This design comes from an exercise in tuning for small area and a short achievable clock period on the open sky130 flow, not from production work. In this exercise RTL edits were held to simulation tests only and were not proved equivalent to the original.

==> flow/design.v <==
package mdu_pkg;
  localparam int CNT_W = 4;
  localparam int MULT_CYCLES_DEF = 5;
  localparam int DIV_CYCLES_DEF = 10;
  localparam logic [3:0] MD_NOP   = 4'd0;
  localparam logic [3:0] MD_MULT  = 4'd1;
  localparam logic [3:0] MD_MULTU = 4'd2;
  localparam logic [3:0] MD_DIV   = 4'd3;
  localparam logic [3:0] MD_DIVU  = 4'd4;
  localparam logic [3:0] MD_MTHI  = 4'd5;
  localparam logic [3:0] MD_MTLO  = 4'd6;
  localparam logic [3:0] MD_MADD  = 4'd7;
  localparam logic [3:0] MD_MADDU = 4'd8;
  localparam logic [3:0] MD_MSUB  = 4'd9;
  localparam logic [3:0] MD_MSUBU = 4'd10;
endpackage
  function automatic logic is_madd_op(input logic [3:0] op);
    is_madd_op = 1'b0;
  endfunction
  function automatic logic is_mul_op(input logic [3:0] op);
    is_mul_op = op == mdu_pkg::MD_MULT || op == mdu_pkg::MD_MULTU || is_madd_op(op);
  endfunction
  function automatic logic is_div_op(input logic [3:0] op);
    is_div_op = op == mdu_pkg::MD_DIV || op == mdu_pkg::MD_DIVU;
  endfunction
  function automatic logic is_signed_op(input logic [3:0] op);
    is_signed_op = op == mdu_pkg::MD_MULT || op == mdu_pkg::MD_DIV ||
                   op == mdu_pkg::MD_MADD || op == mdu_pkg::MD_MSUB;
  endfunction
module md_rip #(
  parameter int N = 8
) (
  input  logic [N-1:0] x,
  input  logic [N-1:0] y,
  input  logic         ci,
  output logic [N-1:0] s,
  output logic         co
);
  logic [N:0] c;
  assign c[0] = ci;
  genvar j;
  generate
    for (j = 0; j < N; j++) begin : g_bit
      assign s[j]   = x[j] ^ y[j] ^ c[j];
      assign c[j+1] = (x[j] & y[j]) | (x[j] & c[j]) | (y[j] & c[j]);
    end
  endgenerate
  assign co = c[N];
endmodule
module md_add #(
  parameter int N = 35,
  parameter int L = 5
) (
  input  logic [N-1:0] x,
  input  logic [N-1:0] y,
  input  logic         ci,
  output logic [N-1:0] s
);
  localparam int K = (N + L - 1) / L;
  logic [K:0] c;
  assign c[0] = ci;
  genvar k, j;
  generate
    for (k = 0; k < K; k++) begin : g_seg
      localparam int LO = k * L;
      localparam int HI = ((k + 1) * L > N) ? N : (k + 1) * L;
      localparam int W = HI - LO;
      if (k == 0) begin : g_first
        md_rip #(.N(W)) u_rip (.x(x[HI-1:LO]), .y(y[HI-1:LO]), .ci(c[0]), .s(s[HI-1:LO]), .co(c[1]));
      end else begin : g_inc
        logic [W-1:0] s0;
        logic         c0;
        logic [W:0]   t;
        md_rip #(.N(W)) u_rip (.x(x[HI-1:LO]), .y(y[HI-1:LO]), .ci(1'b0), .s(s0), .co(c0));
        assign t[0] = 1'b1;
        for (j = 0; j < W; j++) begin : g_bit
          assign t[j+1]   = t[j] & s0[j];
          assign s[LO+j]  = s0[j] ^ (c[k] & t[j]);
        end
        assign c[k+1] = c0 | (c[k] & t[W]);
      end
    end
  endgenerate
endmodule
module md_row (
  input  logic [34:0] x,
  input  logic [32:0] b33,
  input  logic        nz,
  input  logic        m,
  input  logic        neg,
  output logic [34:0] s
);
  logic [34:0] sel;
  logic        s0, s1;
  assign s0  = nz & !m;
  assign s1  = nz & m;
  assign sel = ({{2{b33[32]}}, b33} & {35{s0}}) | ({b33[32], b33, 1'b0} & {35{s1}});
  md_add #(.N(35)) u_add (.x(x), .y(sel ^ {35{neg}}), .ci(neg), .s(s));
endmodule
module md_stage #(
  parameter bit FIRST = 0
) (
  input  logic        mulm,
  input  logic        last,
  input  logic        bneg,
  input  logic        nbit,
  input  logic [2:0]  dig,
  input  logic [32:0] b33,
  input  logic [34:0] pin,
  output logic [34:0] s,
  output logic        q
);
  logic [34:0] x;
  logic        nz, m, neg;
  assign x   = mulm ? {{2{pin[34]}}, pin[34:2]} : {pin[33:0], nbit};
  assign nz  = mulm ? !(dig == 3'b000 || dig == 3'b111) : 1'b1;
  assign m   = mulm ? (dig == 3'b011 || dig == 3'b100) : FIRST & last;
  assign neg = mulm ? dig[2] : !pin[34] ^ bneg;
  md_row u_row (.x(x), .b33(b33), .nz(nz), .m(m), .neg(neg), .s(s));
  assign q = !s[34] ^ bneg;
endmodule
module md_unit #(
  parameter int MULT_CYCLES = mdu_pkg::MULT_CYCLES_DEF,
  parameter int DIV_CYCLES  = mdu_pkg::DIV_CYCLES_DEF
) (
  input  logic        clk,
  input  logic        reset_n,
  input  logic        start,
  input  logic [3:0]  op,
  input  logic [31:0] a,
  input  logic [31:0] b,
  output logic        busy,
  output logic [31:0] hi,
  output logic [31:0] lo
);
  function automatic logic is_madd_op(input logic [3:0] op);
    is_madd_op = 1'b0;
  endfunction
  function automatic logic is_mul_op(input logic [3:0] op);
    is_mul_op = op == mdu_pkg::MD_MULT || op == mdu_pkg::MD_MULTU || is_madd_op(op);
  endfunction
  function automatic logic is_div_op(input logic [3:0] op);
    is_div_op = op == mdu_pkg::MD_DIV || op == mdu_pkg::MD_DIVU;
  endfunction
  function automatic logic is_signed_op(input logic [3:0] op);
    is_signed_op = op == mdu_pkg::MD_MULT || op == mdu_pkg::MD_DIV ||
                   op == mdu_pkg::MD_MADD || op == mdu_pkg::MD_MSUB;
  endfunction
  logic [mdu_pkg::CNT_W-1:0] cnt;
  logic        run;       
  logic        idle;
  logic        mulm;      
  logic        sgn;       
  logic        aneg;      
  logic [31:0] dreg;      
  logic [34:0] whi;       
  logic [31:0] wlo;       
  logic [3:0]  ext;       
  logic        mprev;     
  logic        last;
  logic        bneg;
  logic        qneg;
  logic [32:0] b33;
  logic [34:0] s1, s2, s3, s4;
  logic [4:1]  q;
  logic [2:0]  dig1;
  logic        ctl_last;
  logic        rneg_fin;
  logic        c;
  logic [31:0] rpos;
  logic [31:0] rfin;
  logic        inc;
  logic [31:0] lres;
  logic [31:0] hres;
  logic        dz;
  logic        commit;
  logic        go;
  assign run  = !idle;
  assign last = cnt == mdu_pkg::CNT_W'(1);
  assign bneg = sgn & dreg[31];
  assign qneg = aneg ^ bneg;
  assign b33  = {bneg, dreg};
  assign ctl_last = last;
  assign dig1 = (mulm & last) ? {aneg, aneg, mprev} : {wlo[1], wlo[0], mprev};
  md_stage #(.FIRST(1)) u_st1 (.mulm(mulm), .last(ctl_last), .bneg(bneg),
    .nbit(ext[3]), .dig(dig1), .b33(b33), .pin(whi), .s(s1), .q(q[1]));
  md_stage #(.FIRST(0)) u_st2 (.mulm(mulm), .last(ctl_last), .bneg(bneg),
    .nbit(ext[2]), .dig(wlo[3:1]), .b33(b33), .pin(s1), .s(s2), .q(q[2]));
  md_stage #(.FIRST(0)) u_st3 (.mulm(mulm), .last(ctl_last), .bneg(bneg),
    .nbit(ext[1]), .dig(wlo[5:3]), .b33(b33), .pin(s2), .s(s3), .q(q[3]));
  md_stage #(.FIRST(0)) u_st4 (.mulm(mulm), .last(ctl_last), .bneg(bneg),
    .nbit(ext[0]), .dig(wlo[7:5]), .b33(b33), .pin(s3), .s(s4), .q(q[4]));
  assign rneg_fin = whi[34];
  assign c    = rneg_fin ? s1[34:1] == 34'd0 : whi == 35'd0;
  assign rpos = (rneg_fin ^ aneg) ? s1[32:1] : whi[31:0];
  assign rfin = rpos & {32{!(aneg & c)}};
  assign inc  = !mulm & (qneg ^ (aneg & c));
  assign lres = wlo + {31'd0, inc};
  assign hres = mulm ? s1[31:0] : rfin;
  assign dz   = dreg == 32'd0;
  assign commit = run & last & (mulm | !dz);
  assign go = start & !run;
  always_ff @(posedge clk or negedge reset_n) begin
    if (!reset_n) begin
      cnt  <= '0;
      busy <= 1'b0;
      idle <= 1'b1;
      hi   <= '0;
      lo   <= '0;
    end else begin
      if (run) begin
        cnt <= cnt - mdu_pkg::CNT_W'(1);
        if (last) begin
          busy <= 1'b0;
          idle <= 1'b1;
        end
      end else if (start && (is_mul_op(op) || is_div_op(op))) begin
        cnt  <= (op[1] ^ op[0]) ? mdu_pkg::CNT_W'(MULT_CYCLES) : mdu_pkg::CNT_W'(DIV_CYCLES);
        busy <= 1'b1;
        idle <= 1'b0;
      end
      if (go && op == mdu_pkg::MD_MTHI) begin
        hi <= a;
      end else if (commit) begin
        hi <= hres;
      end
      if (go && op == mdu_pkg::MD_MTLO) begin
        lo <= a;
      end else if (commit) begin
        lo <= lres;
      end
    end
  end
  always_ff @(posedge clk) begin
    if (!run) begin
      mulm  <= op[1] ^ op[0];
      sgn   <= op[0];
      aneg  <= op[0] & a[31];
      dreg  <= b;
      whi   <= {35{op[1] & op[0] & a[31]}};
      wlo   <= a;
      mprev <= 1'b0;
    end else begin
      whi   <= s4;
      wlo   <= mulm ? {s4[1:0], s3[1:0], s2[1:0], s1[1:0], wlo[31:8]}
                    : {wlo[27:0], q[1], q[2], q[3], q[4]};
      mprev <= wlo[7];
    end
    ext <= run ? wlo[31:28] : {4{op[1] & op[0] & a[31]}};
  end
endmodule
export LEC_CHECK = 0
export ABC_AREA = 1
export CAP_MARGIN = 20
export CORE_MARGIN = 2
export CORE_UTILIZATION = 40
export SLEW_MARGIN = 20
create_clock -name core_clock -period 125.0 [get_ports {clk}]
standard.sh (not shown) runs the stock make flow with config.mk's settings and CLKGATE_MAP_FILE= SYNTH_SCRIPT=/design/flow/synth_recipe.tcl, a recipe that flattens the netlist after the stock synthesis.
==> flow/flow/run.sh <==
#!/bin/bash
# Standard layout, with plain buffers (instead of the resizer's default pick) on the ports.
set -euo pipefail
bash standard.sh BUFFER_PORTS_ARGS="-buffer_cell sky130_fd_sc_hd__buf_1" finish > make_finish.log 2>&1
Then changed:
--- a/flow/design.v
+++ b/flow/design.v
@@ -89,14 +89,11 @@
   input  logic        m,
   input  logic        neg,
   output logic [34:0] s
 );
   logic [34:0] sel;
-  logic        s0, s1;
-  assign s0  = nz & !m;
-  assign s1  = nz & m;
-  assign sel = ({{2{b33[32]}}, b33} & {35{s0}}) | ({b33[32], b33, 1'b0} & {35{s1}});
+  assign sel = !nz ? 35'd0 : m ? {b33[32], b33, 1'b0} : {{2{b33[32]}}, b33};
   md_add #(.N(35)) u_add (.x(x), .y(sel ^ {35{neg}}), .ci(neg), .s(s));
 endmodule
 module md_stage #(
   parameter bit FIRST = 0
 ) (
@@ -145,12 +142,10 @@
   function automatic logic is_signed_op(input logic [3:0] op);
     is_signed_op = op == mdu_pkg::MD_MULT || op == mdu_pkg::MD_DIV ||
                    op == mdu_pkg::MD_MADD || op == mdu_pkg::MD_MSUB;
   endfunction
   logic [mdu_pkg::CNT_W-1:0] cnt;
-  logic        run;       
-  logic        idle;
   logic        mulm;      
   logic        sgn;       
   logic        aneg;      
   logic [31:0] dreg;      
   logic [34:0] whi;       
@@ -173,11 +168,10 @@
   logic [31:0] lres;
   logic [31:0] hres;
   logic        dz;
   logic        commit;
   logic        go;
-  assign run  = !idle;
   assign last = cnt == mdu_pkg::CNT_W'(1);
   assign bneg = sgn & dreg[31];
   assign qneg = aneg ^ bneg;
   assign b33  = {bneg, dreg};
   assign ctl_last = last;
@@ -196,30 +190,25 @@
   assign rfin = rpos & {32{!(aneg & c)}};
   assign inc  = !mulm & (qneg ^ (aneg & c));
   assign lres = wlo + {31'd0, inc};
   assign hres = mulm ? s1[31:0] : rfin;
   assign dz   = dreg == 32'd0;
-  assign commit = run & last & (mulm | !dz);
-  assign go = start & !run;
+  assign commit = busy & last & (mulm | !dz);
+  assign go = start & !busy;
   always_ff @(posedge clk or negedge reset_n) begin
     if (!reset_n) begin
       cnt  <= '0;
       busy <= 1'b0;
-      idle <= 1'b1;
       hi   <= '0;
       lo   <= '0;
     end else begin
-      if (run) begin
+      if (busy) begin
         cnt <= cnt - mdu_pkg::CNT_W'(1);
-        if (last) begin
-          busy <= 1'b0;
-          idle <= 1'b1;
-        end
+        if (last) busy <= 1'b0;
       end else if (start && (is_mul_op(op) || is_div_op(op))) begin
-        cnt  <= (op[1] ^ op[0]) ? mdu_pkg::CNT_W'(MULT_CYCLES) : mdu_pkg::CNT_W'(DIV_CYCLES);
+        cnt  <= is_div_op(op) ? mdu_pkg::CNT_W'(DIV_CYCLES) : mdu_pkg::CNT_W'(MULT_CYCLES);
         busy <= 1'b1;
-        idle <= 1'b0;
       end
       if (go && op == mdu_pkg::MD_MTHI) begin
         hi <= a;
       end else if (commit) begin
         hi <= hres;
@@ -230,22 +219,22 @@
         lo <= lres;
       end
     end
   end
   always_ff @(posedge clk) begin
-    if (!run) begin
-      mulm  <= op[1] ^ op[0];
-      sgn   <= op[0];
-      aneg  <= op[0] & a[31];
+    if (!busy) begin
+      mulm  <= is_mul_op(op);
+      sgn   <= is_signed_op(op);
+      aneg  <= is_signed_op(op) & a[31];
       dreg  <= b;
-      whi   <= {35{op[1] & op[0] & a[31]}};
+      whi   <= {35{op == mdu_pkg::MD_DIV && a[31]}};
       wlo   <= a;
       mprev <= 1'b0;
     end else begin
       whi   <= s4;
       wlo   <= mulm ? {s4[1:0], s3[1:0], s2[1:0], s1[1:0], wlo[31:8]}
                     : {wlo[27:0], q[1], q[2], q[3], q[4]};
       mprev <= wlo[7];
     end
-    ext <= run ? wlo[31:28] : {4{op[1] & op[0] & a[31]}};
+    ext <= busy ? wlo[31:28] : {4{op == mdu_pkg::MD_DIV && a[31]}};
   end
 endmodule
Effect: Final area rose by a few percent; cell count climbs by a few percent; clock skew hardly moves; die area went up by a few percent; routed wire length grows by a little under a tenth; sequential cell count shrinks by 1; utilization went down by 0.10 points; clock-buffer cell count shrinks by 1; via count came out higher by a few percent; global-route usage climbs by 0.84 points.

md_unit, a different RTL version from the one above (not shown whole).
Size: about 2400 cells after synthesis, roughly 180 flip-flops, about 0.018 mm^2 of cells after synthesis.
==> module md_stage, before the edit <==
module md_stage #(
  parameter bit FIRST = 0
) (
  input  logic        mulm,
  input  logic        last,
  input  logic        bneg,
  input  logic        nbit,
  input  logic [2:0]  dig,
  input  logic [32:0] b33,
  input  logic [34:0] pin,
  output logic [34:0] s,
  output logic        q
);
  logic [34:0] x;
  logic        nz, m, neg;
  assign x   = mulm ? {{2{pin[34]}}, pin[34:2]} : {pin[33:0], nbit};
  assign nz  = mulm ? !(dig == 3'b000 || dig == 3'b111) : 1'b1;
  assign m   = mulm ? (dig == 3'b011 || dig == 3'b100) : FIRST & last;
  assign neg = mulm ? dig[2] : !pin[34] ^ bneg;
  md_row u_row (.x(x), .b33(b33), .nz(nz), .m(m), .neg(neg), .s(s));
  assign q = !s[34] ^ bneg;
endmodule
==> module md_unit, before the edit <==
module md_unit #(
  parameter int MULT_CYCLES = mdu_pkg::MULT_CYCLES_DEF,
  parameter int DIV_CYCLES  = mdu_pkg::DIV_CYCLES_DEF
) (
  input  logic        clk,
  input  logic        reset_n,
  input  logic        start,
  input  logic [3:0]  op,
  input  logic [31:0] a,
  input  logic [31:0] b,
  output logic        busy,
  output logic [31:0] hi,
  output logic [31:0] lo
);
  function automatic logic is_madd_op(input logic [3:0] op);
    is_madd_op = 1'b0;
  endfunction
  function automatic logic is_mul_op(input logic [3:0] op);
    is_mul_op = op == mdu_pkg::MD_MULT || op == mdu_pkg::MD_MULTU || is_madd_op(op);
  endfunction
  function automatic logic is_div_op(input logic [3:0] op);
    is_div_op = op == mdu_pkg::MD_DIV || op == mdu_pkg::MD_DIVU;
  endfunction
  function automatic logic is_signed_op(input logic [3:0] op);
    is_signed_op = op == mdu_pkg::MD_MULT || op == mdu_pkg::MD_DIV ||
                   op == mdu_pkg::MD_MADD || op == mdu_pkg::MD_MSUB;
  endfunction
  logic [mdu_pkg::CNT_W-1:0] cnt;
  logic        run;       
  logic        idle;
  logic        mulm;      
  logic        sgn;       
  logic        aneg;      
  logic [31:0] dreg;      
  logic [34:0] whi;       
  logic [31:0] wlo;       
  logic [3:0]  ext;       
  logic        mprev;     
  logic        last;
  logic        bneg;
  logic        qneg;
  logic [32:0] b33;
  logic [34:0] s1, s2, s3, s4;
  logic [4:1]  q;
  logic [2:0]  dig1;
  logic        ctl_last;
  logic        rneg_fin;
  logic        c;
  logic [31:0] rpos;
  logic [31:0] rfin;
  logic        inc;
  logic [31:0] lres;
  logic [31:0] hres;
  logic        dz;
  logic        commit;
  logic        go;
  assign run  = !idle;
  assign last = cnt == mdu_pkg::CNT_W'(1);
  assign bneg = sgn & dreg[31];
  assign qneg = aneg ^ bneg;
  assign b33  = {bneg, dreg};
  assign ctl_last = last;
  assign dig1 = (mulm & last) ? {aneg, aneg, mprev} : {wlo[1], wlo[0], mprev};
  md_stage #(.FIRST(1)) u_st1 (.mulm(mulm), .last(ctl_last), .bneg(bneg),
    .nbit(ext[3]), .dig(dig1), .b33(b33), .pin(whi), .s(s1), .q(q[1]));
  md_stage #(.FIRST(0)) u_st2 (.mulm(mulm), .last(ctl_last), .bneg(bneg),
    .nbit(ext[2]), .dig(wlo[3:1]), .b33(b33), .pin(s1), .s(s2), .q(q[2]));
  md_stage #(.FIRST(0)) u_st3 (.mulm(mulm), .last(ctl_last), .bneg(bneg),
    .nbit(ext[1]), .dig(wlo[5:3]), .b33(b33), .pin(s2), .s(s3), .q(q[3]));
  md_stage #(.FIRST(0)) u_st4 (.mulm(mulm), .last(ctl_last), .bneg(bneg),
    .nbit(ext[0]), .dig(wlo[7:5]), .b33(b33), .pin(s3), .s(s4), .q(q[4]));
  assign rneg_fin = whi[34];
  assign c    = rneg_fin ? s1[34:1] == 34'd0 : whi == 35'd0;
  assign rpos = (rneg_fin ^ aneg) ? s1[32:1] : whi[31:0];
  assign rfin = rpos & {32{!(aneg & c)}};
  assign inc  = !mulm & (qneg ^ (aneg & c));
  assign lres = wlo + {31'd0, inc};
  assign hres = mulm ? s1[31:0] : rfin;
  assign dz   = dreg == 32'd0;
  assign commit = run & last & (mulm | !dz);
  assign go = start & !run;
  always_ff @(posedge clk or negedge reset_n) begin
    if (!reset_n) begin
      cnt  <= '0;
      busy <= 1'b0;
      idle <= 1'b1;
      hi   <= '0;
      lo   <= '0;
    end else begin
      if (run) begin
        cnt <= cnt - mdu_pkg::CNT_W'(1);
        if (last) begin
          busy <= 1'b0;
          idle <= 1'b1;
        end
      end else if (start && (is_mul_op(op) || is_div_op(op))) begin
        cnt  <= is_div_op(op) ? mdu_pkg::CNT_W'(DIV_CYCLES) : mdu_pkg::CNT_W'(MULT_CYCLES);
        busy <= 1'b1;
        idle <= 1'b0;
      end
      if (go && op == mdu_pkg::MD_MTHI) begin
        hi <= a;
      end else if (commit) begin
        hi <= hres;
      end
      if (go && op == mdu_pkg::MD_MTLO) begin
        lo <= a;
      end else if (commit) begin
        lo <= lres;
      end
    end
  end
  always_ff @(posedge clk) begin
    if (!run) begin
      mulm  <= is_mul_op(op);
      sgn   <= is_signed_op(op);
      aneg  <= is_signed_op(op) & a[31];
      dreg  <= b;
      whi   <= {35{op == mdu_pkg::MD_DIV && a[31]}};
      wlo   <= a;
      mprev <= 1'b0;
    end else begin
      whi   <= s4;
      wlo   <= mulm ? {s4[1:0], s3[1:0], s2[1:0], s1[1:0], wlo[31:8]}
                    : {wlo[27:0], q[1], q[2], q[3], q[4]};
      mprev <= wlo[7];
    end
    ext <= run ? wlo[31:28] : {4{op == mdu_pkg::MD_DIV && a[31]}};
  end
endmodule
Settings: LEC_CHECK=0, ABC_AREA=1, CAP_MARGIN=20, CORE_MARGIN=2, CORE_UTILIZATION=40, SLEW_MARGIN=20; clock period 125.0 ns.
Scripts as last shown in full above: flow/flow/run.sh
The baseline finished with timing, DRC and antenna clean.
Edit:
--- a/flow/design.v
+++ b/flow/design.v
@@ -100,6 +100,7 @@
   input  logic        mulm,
   input  logic        last,
   input  logic        bneg,
+  input  logic        qneg,
   input  logic        nbit,
   input  logic [2:0]  dig,
   input  logic [32:0] b33,
@@ -114,7 +115,7 @@
   assign m   = mulm ? (dig == 3'b011 || dig == 3'b100) : FIRST & last;
   assign neg = mulm ? dig[2] : !pin[34] ^ bneg;
   md_row u_row (.x(x), .b33(b33), .nz(nz), .m(m), .neg(neg), .s(s));
-  assign q = !s[34] ^ bneg;
+  assign q = !s[34] ^ qneg;
 endmodule
 module md_unit #(
   parameter int MULT_CYCLES = mdu_pkg::MULT_CYCLES_DEF,
@@ -144,8 +145,6 @@
                    op == mdu_pkg::MD_MADD || op == mdu_pkg::MD_MSUB;
   endfunction
   logic [mdu_pkg::CNT_W-1:0] cnt;
-  logic        run;       
-  logic        idle;
   logic        mulm;      
   logic        sgn;       
   logic        aneg;      
@@ -172,69 +171,61 @@
   logic        dz;
   logic        commit;
   logic        go;
-  assign run  = !idle;
   assign last = cnt == mdu_pkg::CNT_W'(1);
   assign bneg = sgn & dreg[31];
   assign qneg = aneg ^ bneg;
   assign b33  = {bneg, dreg};
   assign ctl_last = last;
   assign dig1 = (mulm & last) ? {aneg, aneg, mprev} : {wlo[1], wlo[0], mprev};
-  md_stage #(.FIRST(1)) u_st1 (.mulm(mulm), .last(ctl_last), .bneg(bneg),
-    .nbit(ext[3]), .dig(dig1), .b33(b33), .pin(whi), .s(s1), .q(q[1]));
-  md_stage #(.FIRST(0)) u_st2 (.mulm(mulm), .last(ctl_last), .bneg(bneg),
+  md_stage #(.FIRST(1)) u_st1 (.mulm(mulm), .last(ctl_last), .bneg(bneg), .qneg(qneg),
+    .nbit(last ? 1'b1 : ext[3]), .dig(dig1), .b33(b33), .pin(whi), .s(s1), .q(q[1]));
+  md_stage #(.FIRST(0)) u_st2 (.mulm(mulm), .last(ctl_last), .bneg(bneg), .qneg(qneg),
     .nbit(ext[2]), .dig(wlo[3:1]), .b33(b33), .pin(s1), .s(s2), .q(q[2]));
-  md_stage #(.FIRST(0)) u_st3 (.mulm(mulm), .last(ctl_last), .bneg(bneg),
+  md_stage #(.FIRST(0)) u_st3 (.mulm(mulm), .last(ctl_last), .bneg(bneg), .qneg(qneg),
     .nbit(ext[1]), .dig(wlo[5:3]), .b33(b33), .pin(s2), .s(s3), .q(q[3]));
-  md_stage #(.FIRST(0)) u_st4 (.mulm(mulm), .last(ctl_last), .bneg(bneg),
+  md_stage #(.FIRST(0)) u_st4 (.mulm(mulm), .last(ctl_last), .bneg(bneg), .qneg(qneg),
     .nbit(ext[0]), .dig(wlo[7:5]), .b33(b33), .pin(s3), .s(s4), .q(q[4]));
   assign rneg_fin = whi[34];
-  assign c    = rneg_fin ? s1[34:1] == 34'd0 : whi == 35'd0;
-  assign rpos = (rneg_fin ^ aneg) ? s1[32:1] : whi[31:0];
-  assign rfin = rpos & {32{!(aneg & c)}};
+  assign c    = rneg_fin ? &whi : &s1;
+  assign rpos = rneg_fin ? s1[32:1] : whi[31:0];
+  assign rfin = (rpos ^ {32{aneg}}) & {32{!(aneg & c)}};
   assign inc  = !mulm & (qneg ^ (aneg & c));
   assign lres = wlo + {31'd0, inc};
   assign hres = mulm ? s1[31:0] : rfin;
   assign dz   = dreg == 32'd0;
-  assign commit = run & last & (mulm | !dz);
-  assign go = start & !run;
+  assign commit = busy & last & (mulm | !dz);
+  assign go = start & !busy;
   always_ff @(posedge clk or negedge reset_n) begin
     if (!reset_n) begin
       cnt  <= '0;
       busy <= 1'b0;
-      idle <= 1'b1;
       hi   <= '0;
       lo   <= '0;
     end else begin
-      if (run) begin
+      if (busy) begin
         cnt <= cnt - mdu_pkg::CNT_W'(1);
-        if (last) begin
-          busy <= 1'b0;
-          idle <= 1'b1;
-        end
+        if (last) busy <= 1'b0;
       end else if (start && (is_mul_op(op) || is_div_op(op))) begin
         cnt  <= is_div_op(op) ? mdu_pkg::CNT_W'(DIV_CYCLES) : mdu_pkg::CNT_W'(MULT_CYCLES);
         busy <= 1'b1;
-        idle <= 1'b0;
       end
-      if (go && op == mdu_pkg::MD_MTHI) begin
+      if (commit) begin
+        hi <= hres;
+        lo <= lres;
+      end else if (go && op == mdu_pkg::MD_MTHI) begin
         hi <= a;
-      end else if (commit) begin
-        hi <= hres;
-      end
-      if (go && op == mdu_pkg::MD_MTLO) begin
+      end else if (go && op == mdu_pkg::MD_MTLO) begin
         lo <= a;
-      end else if (commit) begin
-        lo <= lres;
       end
     end
   end
   always_ff @(posedge clk) begin
-    if (!run) begin
+    if (!busy) begin
       mulm  <= is_mul_op(op);
       sgn   <= is_signed_op(op);
       aneg  <= is_signed_op(op) & a[31];
       dreg  <= b;
-      whi   <= {35{op == mdu_pkg::MD_DIV && a[31]}};
+      whi   <= '0;
       wlo   <= a;
       mprev <= 1'b0;
     end else begin
@@ -243,6 +234,6 @@
                     : {wlo[27:0], q[1], q[2], q[3], q[4]};
       mprev <= wlo[7];
     end
-    ext <= run ? wlo[31:28] : {4{op == mdu_pkg::MD_DIV && a[31]}};
+    ext <= busy ? wlo[31:28] ^ {4{aneg}} : 4'd0;
   end
 endmodule
Effect: The changed run completed with no timing, DRC or antenna violations; via count goes up by 4.4%; utilization barely changes; cell count goes up by 5.3%; design area goes up by 2.2%; routed wire length goes up by 5.1%; critical path depth goes up by 1; sequential cell count goes down by 1; worst setup slack improves by 0.41 ns; register-to-register slack degrades by 0.33 ns.

-- re-timing with driven ports --
In the flow no input, the clock included, has a driving cell. The finished layouts below were timed again as built, in two steps.
Step 1: set_driving_cell puts a clkbuf_16 on clk and a buf_2 on each other input, an assumption about the parent block.
Step 2 also shifts input and output timing later by t, the mid clock arrival at the registers, as if the neighbouring blocks saw the same clock.
Three values: ideal ports, drivers, drivers and shift; two values: the first two.
run	shift t [ns]	setup slack, ns	worst hold slack (ns)	slew at the worst register clock pin (ns)	cell pins on the clock port's net
the first run of note 1	0.536	98.196 / 98.223 / 97.687	0.493 / 0.493 / 0.493	0.08 / 0.08	1
the second run of note 1	0.546	98.335 / 98.280 / 97.886	0.488 / 0.488 / 0.488	0.08 / 0.08	1
the first run of note 2	0.554	98.408 / 98.437 / 97.883	0.502 / 0.502 / 0.502	0.08 / 0.08	1
the second run of note 2	0.546	98.818 / 98.848 / 98.302	0.479 / 0.479 / 0.479	0.08 / 0.08	1
After both steps every run listed still meets setup and hold. The setup slack of the first run of note 2, which loses most, moves by +0.029 ns with the drivers and by -0.525 ns with both steps.
